Context: an optimization exercise on an open-source flow, tuned for small area, a short achievable clock period and few clock cycles per item. The choices shown serve that exercise and are no tape-out recipe.
In this exercise RTL edits were held to simulation tests only and were not proved equivalent to the original.
Power figures rest on the tool's default switching activity, not on a simulated workload.

==> flow/design.v <==
`timescale 1ns / 1ps
package tss_pkg;
  localparam int NUM_TASKS = 64;
  localparam int SLOT_W    = 6;
  localparam int PID_W     = 31;
  localparam int CH_W      = 32;
  localparam logic [2:0] OP_CREATE   = 3'd0;
  localparam logic [2:0] OP_DISPATCH = 3'd1;
  localparam logic [2:0] OP_YIELD    = 3'd2;
  localparam logic [2:0] OP_SLEEP    = 3'd3;
  localparam logic [2:0] OP_WAKEUP   = 3'd4;
  localparam logic [2:0] OP_KILL     = 3'd5;
  localparam logic [2:0] OP_EXIT     = 3'd6;
  localparam logic [2:0] OP_WAIT     = 3'd7;
  localparam logic [2:0] STS_OK        = 3'd0;
  localparam logic [2:0] STS_EMPTY     = 3'd1;
  localparam logic [2:0] STS_NOT_FOUND = 3'd2;
  localparam logic [2:0] STS_NO_KIDS   = 3'd3;
  localparam logic [2:0] STS_SLEPT     = 3'd4;
  localparam logic [2:0] STS_NO_CUR    = 3'd5;
  localparam logic [1:0] ST_RUNNABLE = 2'd0;
  localparam logic [1:0] ST_RUNNING  = 2'd1;
  localparam logic [1:0] ST_SLEEPING = 2'd2;
  localparam logic [1:0] ST_ZOMBIE   = 2'd3;
endpackage
`timescale 1ns / 1ps
module tss_dp (
  input  logic        clk_i,
  input  logic        rst_ni,
  input  logic        accept_i,
  input  logic        exec_i,
  output logic        busy_o,
  input  logic [2:0]  operation_i,
  input  logic [5:0]  slot_i,
  input  logic [30:0] task_pid_i,
  input  logic [5:0]  parent_slot_i,
  input  logic [31:0] channel_i,
  input  logic [5:0]  init_i,
  output logic [39:0] res_o
);
  localparam int N = tss_pkg::NUM_TASKS;
  function automatic logic [N-1:0] lowest(input logic [N-1:0] v);
    logic [N-1:0] p;
    p = {v[N-2:0], 1'b0};
    for (int s = 1; s < N; s = s * 2) p = p | (p << s);
    lowest = v & ~p;
  endfunction
  function automatic logic multi(input logic [N-1:0] v);
    logic [N-1:0] a, m;
    a = v;
    m = '0;
    for (int w = 1; w < N; w = w * 2) begin
      for (int i = 0; i + w < N; i = i + 2 * w) begin
        m[i] = m[i] | m[i+w] | (a[i] & a[i+w]);
        a[i] = a[i] | a[i+w];
      end
    end
    multi = m[0];
  endfunction
  function automatic logic first_attr(input logic [N-1:0] v, input logic [N-1:0] a);
    logic [N-1:0] y, t;
    y = v;
    t = a & v;
    for (int w = 1; w < N; w = w * 2) begin
      for (int i = 0; i + w < N; i = i + 2 * w) begin
        t[i] = y[i] ? t[i] : t[i+w];
        y[i] = y[i] | y[i+w];
      end
    end
    first_attr = t[0];
  endfunction
  function automatic logic [5:0] first_attr6(input logic [N-1:0] v,
                                             input logic [N-1:0][5:0] a);
    logic [N-1:0] y;
    logic [N-1:0][5:0] t;
    y = v;
    for (int i = 0; i < N; i++) t[i] = a[i] & {6{v[i]}};
    for (int w = 1; w < N; w = w * 2) begin
      for (int i = 0; i + w < N; i = i + 2 * w) begin
        t[i] = y[i] ? t[i] : t[i+w];
        y[i] = y[i] | y[i+w];
      end
    end
    first_attr6 = t[0];
  endfunction
  function automatic logic [5:0] encode(input logic [N-1:0] oh);
    logic [5:0] e;
    e = '0;
    for (int i = 0; i < N; i++) if (oh[i]) e = e | 6'(i);
    encode = e;
  endfunction
  logic [7:0]  w_op;   
  logic [5:0]  w_slot, w_par;
  logic [30:0] w_pid;
  logic [31:0] w_ch;
  always_ff @(posedge clk_i) begin
    if (accept_i) begin
      w_op   <= 8'd1 << operation_i;
      w_slot <= slot_i;
      w_pid  <= task_pid_i;
      w_par  <= parent_slot_i;
      w_ch   <= channel_i;
    end
  end
  logic [N-1:0]       vld_q;    
  logic [N-1:0][1:0]  st_q;
  logic [N-1:0][30:0] pid_q;
  logic [N-1:0][5:0]  par_q;
  logic [N-1:0][5:0]  lo_q;     
  logic [N-1:0][25:0] chh_q;    
  logic [N-1:0]       chz_q;    
  logic [N-1:0]       kl_q;
  logic [N-1:0]       hb_q;     
  logic [N-1:0]       chv_q;    
  logic        have_cur_q, pw_q;
  logic [5:0]  cur_q, cur_par_q;
  logic [6:0]  head_q, tail_q;
  assign busy_o = pw_q;
  logic op_create, op_disp, op_yield, op_sleep, op_wakeup, op_kill, op_exit, op_wait;
  assign op_create = exec_i && w_op[tss_pkg::OP_CREATE];
  assign op_disp   = exec_i && w_op[tss_pkg::OP_DISPATCH];
  assign op_yield  = exec_i && w_op[tss_pkg::OP_YIELD];
  assign op_sleep  = exec_i && w_op[tss_pkg::OP_SLEEP];
  assign op_wakeup = exec_i && w_op[tss_pkg::OP_WAKEUP];
  assign op_kill   = exec_i && w_op[tss_pkg::OP_KILL];
  assign op_exit   = exec_i && w_op[tss_pkg::OP_EXIT];
  assign op_wait   = exec_i && w_op[tss_pkg::OP_WAIT];
  logic [N-1:0] runnable, running, sleeping, zombie;
  logic [N-1:0] chm, child, hm, km, zc, eqh1;
  logic [6:0]   head_p1, tail_p1;
  assign tail_p1 = tail_q + 7'd1;
  assign head_p1 = head_q + 7'd1;
  logic [N-1:0] km_pre_q, wm_pre_q;
  logic         pid0_q;
  logic [5:0] cmp6;
  assign cmp6 = pw_q ? init_i : cur_par_q;
  always_comb begin
    for (int i = 0; i < N; i++) begin
      runnable[i] = vld_q[i] && (st_q[i] == tss_pkg::ST_RUNNABLE);
      running[i]  = vld_q[i] && (st_q[i] == tss_pkg::ST_RUNNING);
      sleeping[i] = vld_q[i] && (st_q[i] == tss_pkg::ST_SLEEPING);
      zombie[i]   = vld_q[i] && (st_q[i] == tss_pkg::ST_ZOMBIE);
      chm[i]      = sleeping[i] && ((w_op[tss_pkg::OP_WAKEUP] && !pw_q) ? wm_pre_q[i] :
                                    (chz_q[i] && (lo_q[i] == cmp6)));
      child[i]    = vld_q[i] && chv_q[i];
      hm[i]       = vld_q[i] && hb_q[i];
      eqh1[i]     = runnable[i] && (lo_q[i] == head_p1[5:0]);
      km[i]       = vld_q[i] ? km_pre_q[i] : pid0_q;
    end
  end
  assign zc = child & zombie;
  logic any_chm, any_zc, any_child, empty, exit_go, kl_run;
  assign any_chm   = |chm;
  assign any_zc    = |zc;
  assign any_child = |child;
  assign empty     = (head_q == tail_q);
  assign exit_go   = op_exit && have_cur_q && (cur_q != init_i);
  assign kl_run    = |(running & kl_q);
  logic [N-1:0] pm, sel;
  logic         any_pm;
  assign pm = (hm & {N{w_op[tss_pkg::OP_DISPATCH]}}) | (km & {N{w_op[tss_pkg::OP_KILL]}}) |
              (zc & {N{w_op[tss_pkg::OP_WAIT]}});
  assign sel    = lowest(pm);
  assign any_pm = |pm;
  logic [5:0]  sel_par, sel_slot;
  logic [N-1:0][5:0] slot_ids;
  always_comb begin
    for (int i = 0; i < N; i++) slot_ids[i] = 6'(i);
  end
  assign sel_par  = first_attr6(hm, par_q);
  assign sel_slot = first_attr6(hm, slot_ids);
  logic pop_go, wake_go, kill_go, reap_go, wsleep_go, last;
  assign pop_go    = op_disp && !have_cur_q && !empty;
  assign wake_go   = op_wakeup || exit_go || pw_q;
  assign kill_go   = op_kill;
  assign reap_go   = op_wait && have_cur_q && any_zc;
  assign wsleep_go = op_wait && have_cur_q && !any_zc && any_child && !kl_run;
  assign last      = !multi(hm);
  logic kill_push, create_push, push_any;
  assign kill_push   = kill_go && first_attr(km, sleeping);
  logic [N-1:0] cr;
  always_comb begin
    for (int i = 0; i < N; i++) cr[i] = op_create && (w_slot == 6'(i)) && !vld_q[i];
  end
  assign create_push = |cr;
  assign push_any    = create_push || (op_yield && have_cur_q) || (wake_go && any_chm) ||
                       kill_push;
  logic [N-1:0] chwr;
  assign chwr = (op_sleep || (op_wait && have_cur_q)) ? running : '0;
  logic [31:0] sleep_ch;
  assign sleep_ch = op_sleep ? w_ch : {26'd0, cur_q};
  logic pid_cr_eq, ch_slp_eq;
  assign pid_cr_eq = (w_pid == task_pid_i);
  assign ch_slp_eq = (sleep_ch == channel_i);
  always_ff @(posedge clk_i) begin
    if (accept_i) begin
      pid0_q <= (task_pid_i == '0);
      for (int i = 0; i < N; i++) begin
        km_pre_q[i] <= cr[i] ? pid_cr_eq : (pid_q[i] == task_pid_i);
        wm_pre_q[i] <= chwr[i] ? ch_slp_eq : ({chh_q[i], lo_q[i]} == channel_i);
      end
    end
  end
  logic [2:0] r_sts;
  logic       r_sel;
  always_comb begin
    r_sts = tss_pkg::STS_OK;
    r_sel = 1'b0;
    if (w_op[tss_pkg::OP_DISPATCH]) begin
      if (!have_cur_q && empty) r_sts = tss_pkg::STS_EMPTY;
      else r_sel = 1'b1;
    end
    if (w_op[tss_pkg::OP_KILL] && !any_pm) r_sts = tss_pkg::STS_NOT_FOUND;
    if ((w_op[tss_pkg::OP_YIELD] || w_op[tss_pkg::OP_SLEEP] || w_op[tss_pkg::OP_EXIT]) &&
        !have_cur_q) r_sts = tss_pkg::STS_NO_CUR;
    if (w_op[tss_pkg::OP_WAIT]) begin
      if (!have_cur_q) r_sts = tss_pkg::STS_NO_CUR;
      else if (any_zc) r_sel = 1'b1;
      else if (!any_child || kl_run) r_sts = tss_pkg::STS_NO_KIDS;
      else r_sts = tss_pkg::STS_SLEPT;
    end
  end
  logic [2:0]   rs_sts_q;
  logic [N-1:0] rs_sel_q;
  logic [30:0]  rs_pid;
  always_ff @(posedge clk_i) begin
    if (exec_i) begin
      rs_sts_q <= r_sts;
      if (!r_sel) rs_sel_q <= '0;
      else if (w_op[tss_pkg::OP_DISPATCH] && have_cur_q) rs_sel_q <= running;
      else rs_sel_q <= sel;
    end
  end
  always_comb begin
    rs_pid = '0;
    for (int i = 0; i < N; i++) rs_pid = rs_pid | (pid_q[i] & {31{rs_sel_q[i]}});
  end
  assign res_o = {rs_sts_q, encode(rs_sel_q), rs_pid};
  always_ff @(posedge clk_i or negedge rst_ni) begin
    if (!rst_ni) begin
      vld_q      <= '0;
      have_cur_q <= 1'b0;
      pw_q       <= 1'b0;
      head_q     <= '0;
      tail_q     <= '0;
    end else begin
      for (int i = 0; i < N; i++) begin
        if (cr[i]) vld_q[i] <= 1'b1;
        if (reap_go && sel[i]) vld_q[i] <= 1'b0;
      end
      if (pop_go) have_cur_q <= 1'b1;
      if ((op_yield || op_sleep) || exit_go || wsleep_go) have_cur_q <= 1'b0;
      pw_q <= exit_go && any_zc;
      if (pop_go && last) head_q <= head_p1;
      if (push_any) tail_q <= tail_p1;
    end
  end
  always_ff @(posedge clk_i) begin
    if (pop_go) begin
      cur_q     <= sel_slot;
      cur_par_q <= sel_par;
    end
    for (int i = 0; i < N; i++) begin
      logic push, slp, pop, exz, kil;
      pop  = pop_go && sel[i];
      kil  = kill_go && sel[i];
      slp  = (op_sleep || wsleep_go) && running[i];
      exz  = exit_go && running[i];
      push = cr[i] || (op_yield && running[i]) || (wake_go && chm[i]) || (kil && sleeping[i]);
      if (cr[i]) pid_q[i] <= w_pid;
      if (cr[i] || kil) kl_q[i] <= kil;
      if (cr[i]) par_q[i] <= w_par;
      else if (exit_go && child[i]) par_q[i] <= init_i;
      if (pop_go) chv_q[i] <= (par_q[i] == sel_slot);
      else if (cr[i]) chv_q[i] <= (w_par == cur_q);
      if (push) hb_q[i] <= empty;
      else if (pop_go) hb_q[i] <= (last ? eqh1[i] : hb_q[i]) && !sel[i];
      if (push || chwr[i]) lo_q[i] <= chwr[i] ? sleep_ch[5:0] : tail_q[5:0];
      if (chwr[i]) begin
        chh_q[i] <= sleep_ch[31:6];
        chz_q[i] <= (sleep_ch[31:6] == '0);
      end
      if (pop || push || slp || exz) st_q[i] <= {slp || exz, pop || exz};
    end
  end
endmodule
`timescale 1ns / 1ps
module tss_ctrl (
  input  logic        clk_i,
  input  logic        rst_ni,
  input  logic        in_valid_i,
  output logic        in_ready_o,
  output logic        out_valid_o,
  input  logic        out_ready_i,
  output logic        accept_o,
  output logic        exec_o,
  input  logic        busy_i,
  input  logic [39:0] res_i,
  output logic [39:0] out_o
);
  logic        w_v_q, r_v_q;
  logic [2:0]  o_v_q;
  logic [2:0][39:0] o_q;
  logic        exec_ok, pop;
  logic [2:0]  v_sh;
  logic [2:0][39:0] d_sh;
  assign exec_ok     = !o_v_q[2] && !(r_v_q && o_v_q[1]);
  assign exec_o      = w_v_q && exec_ok && !busy_i;
  assign in_ready_o  = !w_v_q || (exec_ok && !busy_i);
  assign accept_o    = in_valid_i && in_ready_o;
  assign pop         = o_v_q[0] && out_ready_i;
  assign out_valid_o = o_v_q[0];
  assign out_o       = o_q[0];
  always_comb begin
    if (pop) begin
      v_sh = {1'b0, o_v_q[2:1]};
      d_sh = {o_q[2], o_q[2], o_q[1]};
    end else begin
      v_sh = o_v_q;
      d_sh = o_q;
    end
  end
  always_ff @(posedge clk_i or negedge rst_ni) begin
    if (!rst_ni) begin
      w_v_q <= 1'b0;
      r_v_q <= 1'b0;
      o_v_q <= '0;
    end else begin
      if (accept_o) w_v_q <= 1'b1;
      else if (exec_o) w_v_q <= 1'b0;
      r_v_q <= exec_o;
      o_v_q <= r_v_q ? {v_sh[1:0], 1'b1} : v_sh;
    end
  end
  always_ff @(posedge clk_i) begin
    for (int k = 0; k < 3; k++) begin
      if (r_v_q && (k == 0 ? 1'b1 : v_sh[k-1]) && !v_sh[k]) o_q[k] <= res_i;
      else o_q[k] <= d_sh[k];
    end
  end
endmodule
`timescale 1ns / 1ps
module task_state_scheduler (
  input  logic              clk_i,
  input  logic              rst_ni,
  input  logic              in_valid_i,
  output logic              in_ready_o,
  input  logic [2:0]        operation_i,
  input  logic [tss_pkg::SLOT_W-1:0] slot_i,
  input  logic [tss_pkg::PID_W-1:0]  task_pid_i,
  input  logic [tss_pkg::SLOT_W-1:0] parent_slot_i,
  input  logic [tss_pkg::CH_W-1:0]   channel_i,
  output logic              out_valid_o,
  input  logic              out_ready_i,
  output logic [2:0]        status_o,
  output logic [tss_pkg::SLOT_W-1:0] result_slot_o,
  output logic [tss_pkg::PID_W-1:0]  result_pid_o,
  input  logic              psel,
  input  logic              penable,
  input  logic              pwrite,
  input  logic [2:0]        paddr,
  input  logic [31:0]       pwdata,
  output logic [31:0]       prdata,
  output logic              pready
);
  logic [tss_pkg::SLOT_W-1:0] init_q;
  logic        accept, exec, busy;
  logic [39:0] res, out;
  assign pready = 1'b1;
  assign prdata = (paddr[2] == 1'b0) ? {{(32-tss_pkg::SLOT_W){1'b0}}, init_q} : '0;
  always_ff @(posedge clk_i or negedge rst_ni) begin
    if (!rst_ni) begin
      init_q <= '0;
    end else if (psel && penable && pwrite && (paddr[2] == 1'b0)) begin
      init_q <= pwdata[tss_pkg::SLOT_W-1:0];
    end
  end
  tss_ctrl u_ctrl (
    .clk_i       (clk_i),
    .rst_ni      (rst_ni),
    .in_valid_i  (in_valid_i),
    .in_ready_o  (in_ready_o),
    .out_valid_o (out_valid_o),
    .out_ready_i (out_ready_i),
    .accept_o    (accept),
    .exec_o      (exec),
    .busy_i      (busy),
    .res_i       (res),
    .out_o       (out)
  );
  tss_dp u_dp (
    .clk_i         (clk_i),
    .rst_ni        (rst_ni),
    .accept_i      (accept),
    .exec_i        (exec),
    .busy_o        (busy),
    .operation_i   (operation_i),
    .slot_i        (slot_i),
    .task_pid_i    (task_pid_i),
    .parent_slot_i (parent_slot_i),
    .channel_i     (channel_i),
    .init_i        (init_q),
    .res_o         (res)
  );
  assign status_o      = out[39:37];
  assign result_slot_o = out[36:31];
  assign result_pid_o  = out[30:0];
endmodule
==> flow/run.sh <==
#!/bin/bash
# synth_recipe.tcl (not shown) runs the flow's synth.tcl, then flattens the netlist and writes it again
# the make line also repeats each setting of config.mk as NAME=value (left out here)
make -C /OpenROAD-flow-scripts/flow DESIGN_CONFIG=/design/flow/config.mk WORK_HOME=/design/flow/orfs CLKGATE_MAP_FILE= SYNTH_SCRIPT=/design/flow/synth_recipe.tcl finish
==> flow/config.mk <==
export PLATFORM = sky130hd
export DESIGN_NAME = task_state_scheduler
export DESIGN_NICKNAME = task_state_scheduler
export VERILOG_FILES = /design/flow/design.v
export SDC_FILE = /design/flow/constraint.sdc
export NUM_CORES = 4
export LEC_CHECK = 0
export CAP_MARGIN = 20
export CELL_PAD_IN_SITES_DETAIL_PLACEMENT = 1
export CELL_PAD_IN_SITES_GLOBAL_PLACEMENT = 2
export CORE_MARGIN = 2
export CORE_UTILIZATION = 28
export PLACE_DENSITY = 0.35
export SETUP_SLACK_MARGIN = 1.5
export SLEW_MARGIN = 20
export SYNTH_MEMORY_MAX_BITS = 8192
export TNS_END_PERCENT = 5
==> flow/constraint.sdc <==
create_clock -name core_clock -period 7.0 [get_ports {clk_i}]
set_input_delay 1.4000 -clock core_clock [delete_from_list [all_inputs] [get_ports {clk_i}]]
set_output_delay 1.4000 -clock core_clock [all_outputs]
set_load 0.01 [all_outputs]
==> flow_summary.ini, run 1 <==
[outcome]
outcome = finished with violations
violations = max-slew violations

[floorplan]
initial_core_util = 0.280
num_rows = 357
io_pins = 195
die-area_um2 = 952000
die_w_um = 976
coreArea_um2 = 943000
die_h_um = 976

[setup_path]
critPathKind = flip-flop to flip-flop
cp-end-kind = flip-flop
rrSetupSlack_ns = 1.11
worstPathArrival_ns = 6.86
crit_slowest_cell = a2111oi_2
cp_data_required_time_ns = 7.97
start_kind = flip-flop
crit_family = simple AND/OR/NAND/NOR gates
worstSetupEndpoint = u_dp.tail_q[1]
crit_top_cell = buf_4
crit_buf_inv = 4
r2r_cells = 14
crit_cells = 14
slowest_delay_ns = 0.73
critical_path.cell_chain = buf_12 -> buf_4 -> mux2_2 -> nor3_1 -> nand3_1 -> a2111oi_2 -> o21ai_0 -> nor3_1 -> nor4_1 -> buf_4 -> nor3_2 -> buf_4 -> nand2_1 -> mux2_2
r2r_start = u_dp.pid0_q
r2r_end = u_dp.tail_q[1]
path_max_fanout = 10
crit_start = u_dp.pid0_q

[logic_synthesis]
ys_seq_area_frac = 0.600
synth_cell_types = 99
synth_seq_cells = 5302
synth-edff-count = 5211
syn_area_per_cell_um2 = 12.4
netlist_area_um2 = 265000
netlist_instances = 21371
synth-async-reset-ratio = 0.0172
synth-main-ff-cell = edfxtp_1
yosysWarnings = 3

[finish]
stdcell_count = 35484
fin_nets = 22214
syn_to_final_growth_pct = 18.7
drive_above_1_share = 0.135

[timing]
hold_violations = 0
rsz0062_at_grt = true
setup_viol = 0
worst_slew_pin_slew_ns = 1.59
slew_violations = 15
fin_crit_ns = 5.89
fmax_mhz = 170
fin_setup_tns_ns = 0
fin_worst_skew_ns = 0.123
relSlewSlack = -0.0597
period_share = 0.841

[cts]
clk_pin_slew_ns = 0.07
cts_root_buffer = clkbuf_16
cts_tree = built
numCtsBuffers = 706
clk_latency_ns = 1.20
cts.sinks = 5302
cts_buffer_depth = 5
h-tree-depth = 6

[detailed_routing]
firstDrtPassIters = 7
num_vias = 219053
wl_per_cell_um = 58.1
via_per_inst = 6.17
ant_nets = 0
wirelength_um = 2060000
drc = 0
drt_iter0_markers = 37312

[power_and_ir_drop]
power.total_w = 0.127
power.density_nw_per_um2 = 405
peakVddDrop_mv = 1.08
power.leakage_nw = 97.8

[placement]
globalplace.congestion = 1.09
dp_cells = 33915
dp_hpwl_um = 1540000
port-buffer-count = 139

[flow_run]
maxCapViolCount = 0

[global_route]
antenna_found_initial = 396
grt_max_degree = 91
grt_pass1_vias = 200109
grt_pass1_wl_um = 2530000
grtUsageTotal = 0.417
grt.overflow.total = 0

[min_path]
min_path_type = input pin to async pin
[logic make-up (layout without fill, tap and decap cells)]
kind of cell / count (synthesis) / in the layout / synth area share
fa+ha+maj: 3 / 3 / 0.000132
xor+xnor: 5290 / 5290 / 0.175
mux: 179 / 179 / 0.00740
buf+inv: 1807 / 3065 / 0.0267
other cells: 2 / 292 / 0.0000284
flops: 5302 / 5302 / 0.600
compound gates: 3075 / 3075 / 0.0802
simple gates: 5713 / 5713 / 0.110
[where the power goes]
group / switching [W] / internal, W / total (W)
Sequential: 0.00257 / 0.0380 / 0.0406
Clock: 0.0161 / 0.0207 / 0.0368
Combinational: 0.0381 / 0.0116 / 0.0497
Total: 0.0567 / 0.0703 / 0.127
[routing by layer]
layer  vias up  GRT usage  routed length (µm)
met5         -    0.00190                1140
met4        88      0.316              195000
met3      4360      0.134              213000
met2     15703      0.594              842000
met1    117784      0.526              810000
li1      81118          -                   -
[worst min path at each step]
stage                     start  slack [ns]               to
2_1_floorplan  u_dp.rs_sts_q[0]        0.44  u_ctrl.o_q[117]
3_3_place_gp     u_dp.vld_q[36]        0.51   u_dp.vld_q[36]
3_5_place_dp     u_dp.vld_q[36]        0.52   u_dp.vld_q[36]
4_1_cts                  rst_ni        0.30     u_ctrl.w_v_q
5_1_grt                  rst_ni        0.28     u_ctrl.w_v_q
6_report                 rst_ni        0.30     u_ctrl.w_v_q
[per-stage QoR]
| stage | worst slack, ns | cell area, µm² | utilization | hold WS, ns |
|---|---|---|---|---|
| 3_5_place_dp | 0.786 | 290000 | 0.308 | 0.521 |
| 5_1_grt | 1.33 | 313000 | 0.332 | 0.283 |
| 6_report | 1.11 | 314000 | 0.333 | 0.303 |
| 4_1_cts | 1.47 | 313000 | 0.331 | 0.300 |
| 2_1_floorplan | 1.87 | 265000 | - | 0.440 |
| 3_3_place_gp | 0.536 | 290000 | 0.307 | 0.513 |
[registers in the layout, indices dropped and copies added, names as in the netlist, 8 cells and up]
register	cells
u_dp.pid_q	1984
u_dp.km_pre_q	64
u_dp.wm_pre_q	64
u_dp.chz_q	64
u_dp.st_q	128
u_dp.w_ch	32
u_ctrl.o_q	120
u_dp.hb_q	64
u_dp.chh_q	1664
u_dp.w_pid	31
u_dp.w_op	8
u_dp.lo_q	384
u_dp.kl_q	64
u_dp.vld_q	64
u_dp.chv_q	64
u_dp.rs_sel_q	64
u_dp.par_q	384
[synthesized netlist by cell type, types with 25 or more instances]
master,count,area share
o211ai_1,86,0.0024
clkbuf_1,1177,0.017
mux2_2,132,0.0056
buf_1,314,0.0045
nand3b_1,81,0.0023
inv_1,177,0.0025
buf_2,73,0.0014
a21oi_1,295,0.0056
xor2_1,326,0.011
dfrtp_1,91,0.0086
or4_1,25,0.00071
nor4_1,485,0.011
a32oi_1,33,0.0011
or2_2,41,0.00097
a22o_1,256,0.0085
a31oi_1,117,0.0028
a22oi_1,636,0.018
nand4_1,1396,0.033
o22a_1,33,0.0011
edfxtp_1,5211,0.59
o221ai_1,127,0.0042
nand2_1,2009,0.029
a221oi_1,268,0.0089
nand3_1,418,0.0079
o21ai_0,844,0.016
mux2i_1,47,0.0018
or3_1,130,0.0031
nor3_1,164,0.0031
and3b_1,51,0.0017
o22ai_1,102,0.0024
xnor2_1,4964,0.16
and2_1,111,0.0026
buf_4,29,0.00082
nor4b_1,54,0.0018
and3_1,42,0.00099
o41ai_1,66,0.0022
nor2_1,582,0.0083
[cell usage in the layout (no fill, tap or decap), types with 176 or more instances in the layout]
| cell | n |
|---|---|
| a21oi_1 | 290 |
| a221oi_1 | 254 |
| a22o_1 | 256 |
| a22oi_1 | 629 |
| buf_4 | 1246 |
| clkbuf_1 | 191 |
| clkbuf_16 | 710 |
| clkinv_1 | 176 |
| diode_2 | 265 |
| edfxtp_1 | 5211 |
| nand2_1 | 2003 |
| nand3_1 | 414 |
| nand4_1 | 1396 |
| nor2_1 | 568 |
| nor4_1 | 372 |
| o21ai_0 | 822 |
| xnor2_1 | 4937 |
| xor2_1 | 323 |
[final cells by class]
type                            count  area [µm²]
Fill cell                       99664      630000
Multi-Input combinational cell  14287      101000
Tap cell                        12565       15700
Sequential cell                  5302      159000
Antenna cell                      265         663
Clock inverter                    351        3350
Clock buffer                      919       18700
Timing Repair Buffer             1590       14800
Inverter                          205         791
[what timing repair did]
action / CTS / global route
hold buffers: 0 / 0
setup buffers: 5 / 0
setup endpoints to repair: 459 / 95
gates resized for setup: 20 / 4
Testbench counts, summed over its fixed seeds: cycles 16,141, words 16,000.
==> run 2, diff against run 1 <==
--- a/flow/design.v
+++ b/flow/design.v
@@ -99,7 +99,9 @@
       w_slot <= slot_i;
       w_pid  <= task_pid_i;
       w_par  <= parent_slot_i;
-      w_ch   <= channel_i;
+      w_ch   <= {(operation_i == tss_pkg::OP_EXIT || operation_i == tss_pkg::OP_WAIT) ?
+                 26'd0 : channel_i[31:6], channel_i[5:0]};
+      pid0_q <= (task_pid_i == '0);
     end
   end
   logic [N-1:0]       vld_q;    
@@ -108,7 +110,6 @@
   logic [N-1:0][5:0]  par_q;
   logic [N-1:0][5:0]  lo_q;     
   logic [N-1:0][25:0] chh_q;    
-  logic [N-1:0]       chz_q;    
   logic [N-1:0]       kl_q;
   logic [N-1:0]       hb_q;     
   logic [N-1:0]       chv_q;    
@@ -130,22 +131,33 @@
   logic [6:0]   head_p1, tail_p1;
   assign tail_p1 = tail_q + 7'd1;
   assign head_p1 = head_q + 7'd1;
-  logic [N-1:0] km_pre_q, wm_pre_q;
   logic         pid0_q;
-  logic [5:0] cmp6;
-  assign cmp6 = pw_q ? init_i : cur_par_q;
+  logic [31:0] cbus;
+  logic [5:0]  lo_bus, par_bus;
+  always_comb begin
+    cbus[31:6] = pw_q ? 26'd0 : w_ch[31:6];
+    if (pw_q) cbus[5:0] = init_i;
+    else if (w_op[tss_pkg::OP_EXIT]) cbus[5:0] = cur_par_q;
+    else if (w_op[tss_pkg::OP_WAIT]) cbus[5:0] = cur_q;
+    else if (w_op[tss_pkg::OP_DISPATCH]) cbus[5:0] = head_p1[5:0];
+    else cbus[5:0] = w_ch[5:0];
+  end
+  assign lo_bus  = (!pw_q && (w_op[tss_pkg::OP_SLEEP] || w_op[tss_pkg::OP_WAIT])) ? cbus[5:0] :
+                   tail_q[5:0];
+  assign par_bus = w_op[tss_pkg::OP_CREATE] ? w_par : init_i;
+  logic [N-1:0] lo_eq;
   always_comb begin
     for (int i = 0; i < N; i++) begin
       runnable[i] = vld_q[i] && (st_q[i] == tss_pkg::ST_RUNNABLE);
       running[i]  = vld_q[i] && (st_q[i] == tss_pkg::ST_RUNNING);
       sleeping[i] = vld_q[i] && (st_q[i] == tss_pkg::ST_SLEEPING);
       zombie[i]   = vld_q[i] && (st_q[i] == tss_pkg::ST_ZOMBIE);
-      chm[i]      = sleeping[i] && ((w_op[tss_pkg::OP_WAKEUP] && !pw_q) ? wm_pre_q[i] :
-                                    (chz_q[i] && (lo_q[i] == cmp6)));
+      lo_eq[i]    = (lo_q[i] == cbus[5:0]);
+      chm[i]      = sleeping[i] && lo_eq[i] && (chh_q[i] == cbus[31:6]);
       child[i]    = vld_q[i] && chv_q[i];
       hm[i]       = vld_q[i] && hb_q[i];
-      eqh1[i]     = runnable[i] && (lo_q[i] == head_p1[5:0]);
-      km[i]       = vld_q[i] ? km_pre_q[i] : pid0_q;
+      eqh1[i]     = runnable[i] && lo_eq[i];
+      km[i]       = vld_q[i] ? (pid_q[i] == w_pid) : pid0_q;
     end
   end
   assign zc = child & zombie;
@@ -187,20 +199,6 @@
                        kill_push;
   logic [N-1:0] chwr;
   assign chwr = (op_sleep || (op_wait && have_cur_q)) ? running : '0;
-  logic [31:0] sleep_ch;
-  assign sleep_ch = op_sleep ? w_ch : {26'd0, cur_q};
-  logic pid_cr_eq, ch_slp_eq;
-  assign pid_cr_eq = (w_pid == task_pid_i);
-  assign ch_slp_eq = (sleep_ch == channel_i);
-  always_ff @(posedge clk_i) begin
-    if (accept_i) begin
-      pid0_q <= (task_pid_i == '0);
-      for (int i = 0; i < N; i++) begin
-        km_pre_q[i] <= cr[i] ? pid_cr_eq : (pid_q[i] == task_pid_i);
-        wm_pre_q[i] <= chwr[i] ? ch_slp_eq : ({chh_q[i], lo_q[i]} == channel_i);
-      end
-    end
-  end
   logic [2:0] r_sts;
   logic       r_sel;
   always_comb begin
@@ -269,17 +267,13 @@
       push = cr[i] || (op_yield && running[i]) || (wake_go && chm[i]) || (kil && sleeping[i]);
       if (cr[i]) pid_q[i] <= w_pid;
       if (cr[i] || kil) kl_q[i] <= kil;
-      if (cr[i]) par_q[i] <= w_par;
-      else if (exit_go && child[i]) par_q[i] <= init_i;
+      if (cr[i] || (exit_go && child[i])) par_q[i] <= par_bus;
       if (pop_go) chv_q[i] <= (par_q[i] == sel_slot);
       else if (cr[i]) chv_q[i] <= (w_par == cur_q);
       if (push) hb_q[i] <= empty;
       else if (pop_go) hb_q[i] <= (last ? eqh1[i] : hb_q[i]) && !sel[i];
-      if (push || chwr[i]) lo_q[i] <= chwr[i] ? sleep_ch[5:0] : tail_q[5:0];
-      if (chwr[i]) begin
-        chh_q[i] <= sleep_ch[31:6];
-        chz_q[i] <= (sleep_ch[31:6] == '0);
-      end
+      if (push || chwr[i]) lo_q[i] <= lo_bus;
+      if (chwr[i]) chh_q[i] <= cbus[31:6];
       if (pop || push || slp || exz) st_q[i] <= {slp || exz, pop || exz};
     end
   end
==> flow/config.mk (replaced) <==
export PLATFORM = sky130hd
export DESIGN_NAME = task_state_scheduler
export DESIGN_NICKNAME = task_state_scheduler
export VERILOG_FILES = /design/flow/design.v
export SDC_FILE = /design/flow/constraint.sdc
export NUM_CORES = 4
export LEC_CHECK = 0
export CAP_MARGIN = 30
export CELL_PAD_IN_SITES_DETAIL_PLACEMENT = 1
export CELL_PAD_IN_SITES_GLOBAL_PLACEMENT = 2
export CORE_MARGIN = 2
export CORE_UTILIZATION = 33
export PLACE_DENSITY = 0.42
export SETUP_SLACK_MARGIN = 1.5
export SLEW_MARGIN = 40
export SYNTH_MEMORY_MAX_BITS = 8192
export TNS_END_PERCENT = 5
==> run 2 against run 1 <==
Now clean on timing, DRC and antenna; critical path depth increased by 6; synthesized cell count decreased by 7.0%; clock power decreased by about 10%; sequential power decreased by 5%; power increased by 0.11%; worst hold slack got worse by 0.17 ns; setup slack got worse by 0.13 ns; via count increased by 4.5%; global-route usage increased by 7.4 points; core utilization increased by 7.3 points; maximum frequency decreased by 2.1%.
==> flow_summary.ini, run 2 <==
[timing]
rsz0062_at_grt = true
relSlewSlack = 0.266
period_share = 0.859
setup_viol = 0
fin_setup_tns_ns = 0
hold_violations = 0
worst_slew_pin_slew_ns = 1.10
slew_violations = 0
fin_worst_skew_ns = 0.103
fmax_mhz = 166
fin_crit_ns = 6.02

[setup_path]
worstPathArrival_ns = 6.88
critical_path.cell_chain = buf_12 -> buf_12 -> xor2_1 -> nor4_1 -> nand4_1 -> buf_4 -> o22ai_1 -> buf_4 -> o21ai_0 -> nand3_1 -> nor4_4 -> buf_4 -> nand2_4 -> buf_4 -> buf_4 -> or3_1 -> nor3_1 -> nor2_1 -> o21ai_0 -> buf_4
slowest_delay_ns = 0.89
crit_top_cell = buf_4
crit_family = simple AND/OR/NAND/NOR gates
r2r_end = u_dp.lo_q[216]
r2r_start = u_dp.w_pid[12]
crit_buf_inv = 8
critPathKind = flip-flop to flip-flop
rrSetupSlack_ns = 0.98
cp-end-kind = flip-flop
cp_data_required_time_ns = 7.86
start_kind = flip-flop
r2r_cells = 20
crit_slowest_cell = xor2_1
path_max_fanout = 43

[outcome]
outcome = complete, no violations

[detailed_routing]
wirelength_um = 1980000
wl_per_cell_um = 60.2
firstDrtPassIters = 9
drt_iter0_markers = 45671
ant_nets = 0
via_per_inst = 6.95
drc = 0
num_vias = 228909

[logic_synthesis]
synth-edff-count = 5019
synth_area_leaders = edfxtp_1 (59%), xnor2_1 (7.7%), xor2_1 (4.7%)
synth-async-reset-ratio = 0.0178
netlist_instances = 19884
yosysWarnings = 3
yosysMostFrequentCell = edfxtp_1
synth_common_cells = edfxtp_1 (5019), xnor2_1 (2223), xor2_1 (1355)
synth-main-ff-cell = edfxtp_1
synth_top_area_cell = edfxtp_1
synth_seq_cells = 5110
syn_area_per_cell_um2 = 12.8
netlist_area_um2 = 254000
ys_seq_area_frac = 0.603
yosysTopAreaCellShare = 0.594
synth_cell_types = 111

[cts]
h-tree-depth = 6
clk_latency_ns = 1.23
clk_pin_slew_ns = 0.06
cts_buffer_depth = 4
cts.sinks = 5110
numCtsBuffers = 638
cts_root_buffer = clkbuf_16
cts_tree = built

[min_path]
min_path_type = input pin to async pin

[finish]
fillers = 79106
final_common_cell = edfxtp_1
largest_register = u_dp.pid_q
fin_area_um2 = 311000
syn_to_final_growth_pct = 22.7
drive_above_1_share = 0.193
fin_nets = 22039
largest_registers = u_dp.pid_q x1984, u_dp.chh_q x1664
final_cell_mix = edfxtp_1 (5019), xnor2_1 (2186), buf_4 (2133), xor2_1 (1343), nand4_1 (829)
largest_reg_flops = 1984

[floorplan]
die-area_um2 = 776000
num_rows = 322
coreArea_um2 = 767000
initial_core_util = 0.331
die_w_um = 881
io_pins = 195
die_h_um = 881

[placement]
placed_cell_area_um2 = 288000
port-buffer-count = 139
dp_hpwl_um = 1510000
globalplace.congestion = 1.10

[global_route]
grt_pass1_vias = 204386
antenna_found_initial = 442
grtUsageTotal = 0.491
grt.overflow.total = 0
grt_max_degree = 89
grt_pass1_wl_um = 2430000

[power_and_ir_drop]
power.leakage_nw = 101
peakVddDrop_mv = 0.760
power.density_nw_per_um2 = 408
power.total_w = 0.127

[flow_run]
maxCapViolCount = 0
[run 2: cell types whose count changed in the layout (fill, tap and decap cells not counted), sizes merged, moves of 425 or more]
| cell | change |
|---|---|
| buf | +1122 |
| nand2 | -1184 |
| nand4 | -566 |
| o32ai | +425 |
| xnor2 | -2740 |
| xor2 | +1029 |
[run 2: metal layers]
layer  wire, µm  track usage
met4     204000        0.407
met2     793000        0.678
met5        747     0.000123
met3     262000        0.179
met1     723000        0.610
[run 2: kinds of logic (layout without fill, tap and decap cells)]
family                     Yosys count  in the layout  synth area share
buffers and inverters             1708           4228            0.0315
AOI/OAI and AO/OA                 4417           4417             0.125
and+or+nand+nor                   4919           4919             0.111
other                                2            315         0.0000296
DFF                               5110           5110             0.603
adders and majority gates            2              2         0.0000986
xor gates and xnor gates          3579           3579             0.124
muxes                              147            147           0.00618
[run 2: what timing repair did]
item / 4_1_cts / 5_1_grt
hold buffers: 0 / 0
buffers inserted: 59 / 21
setup endpoints to repair: 492 / 398
resized for setup: 96 / 113
pin swaps: 18 / 40
cloned: 11 / 5
[run 2: how the worst max path moves through the flow]
stage | startpoint | endpoint | slack [ns] | cells after the start
2_1_floorplan | u_dp.w_op[7] | u_dp.lo_q[103] | 1.07 | 11
3_3_place_gp | u_dp.pw_q | u_dp.tail_q[4] | 0.08 | 15
3_5_place_dp | u_dp.pw_q | u_dp.tail_q[1] | 0.65 | 18
4_1_cts | u_dp.w_pid[15] | u_dp.st_q[70] | 1.40 | 17
5_1_grt | u_dp.hb_q[0] | u_dp.hb_q[53] | 1.37 | 13
6_report | u_dp.w_pid[12] | u_dp.lo_q[216] | 0.98 | 20
[run 2: through the flow]
| step | util | std cells | hold slack, ns | setup WS, ns |
|---|---|---|---|---|
| after floorplan | - | 19909 | 0.440 | 1.07 |
| after global placement | 0.371 | 31202 | 0.482 | 0.0772 |
| after detailed placement | 0.376 | 31370 | 0.489 | 0.651 |
| after CTS | 0.403 | 32592 | 0.164 | 1.40 |
| after global routing | 0.405 | 32676 | 0.209 | 1.37 |
| final | 0.406 | 32923 | 0.136 | 0.984 |
[run 2: worst register-to-register path: stages, from the launching register on]
cell	delay [ns]
edfxtp_1	0.42
buf_12	0.18
buf_12	0.16
xor2_1	1.23
nor4_1	0.27
nand4_1	0.17
buf_4	0.26
o22ai_1	0.15
buf_4	0.22
o21ai_0	0.22
nand3_1	0.18
nor4_4	0.27
buf_4	0.22
nand2_4	0.08
buf_4	0.19
buf_4	0.20
or3_1	0.50
nor3_1	0.26
nor2_1	0.11
o21ai_0	0.11
buf_4	0.27
[run 2: cell type report]
type / count / area [µm²] / area share
flip-flops and latches: 5110 / 153000 / 0.491
multi-input cells: 13091 / 96800 / 0.311
repair buffers: 2781 / 27000 / 0.0867
clock buffers: 837 / 17100 / 0.0549
well taps: 10206 / 12800 / 0.0410
clock inverters: 315 / 2570 / 0.00825
inverters: 292 / 1400 / 0.00450
diodes: 288 / 721 / 0.00231
repair inverters: 3 / 26.3 / 0.0000844
[run 2: power breakdown]
group	total [W]	switching (W)	internal (W)
Combinational	0.0555	0.0415	0.0140
Sequential	0.0387	0.00200	0.0367
Clock	0.0330	0.0148	0.0182
Testbench counts of run 2, summed over its fixed seeds: cycles 16,141, words 16,000.

separate check: timing with driven ports:
In the flow no input, the clock included, has a driving cell. The finished layouts below were timed again as built, in two steps.
Step 1: set_driving_cell puts a clkbuf_16 on clk_i and a buf_2 on each other input, an assumption about the parent block.
Step 2 moves the port delays by t, midway between the first and last clock arrival at a register: inputs arrive t later, outputs are due t later. That takes back most of the time a late clock gives input paths.
a / b / c = ideal ports / drivers / drivers and shift; a / b = the first two.
run	t, ns	slack for setup (ns)	hold WS [ns]	worst slew at a driven data input, ns	cell pins on the clock port's net
run 1	1.274	1.111 / 1.111 / 0.840	0.303 / 0.186 / 0.531	0.45	1
run 2	1.333	0.984 / 0.984 / 0.984	0.136 / 0.246 / 0.499	0.30	1
The setup slack of run 1, which loses most, moves by 0.000 ns with the drivers and by -0.271 ns with both steps.
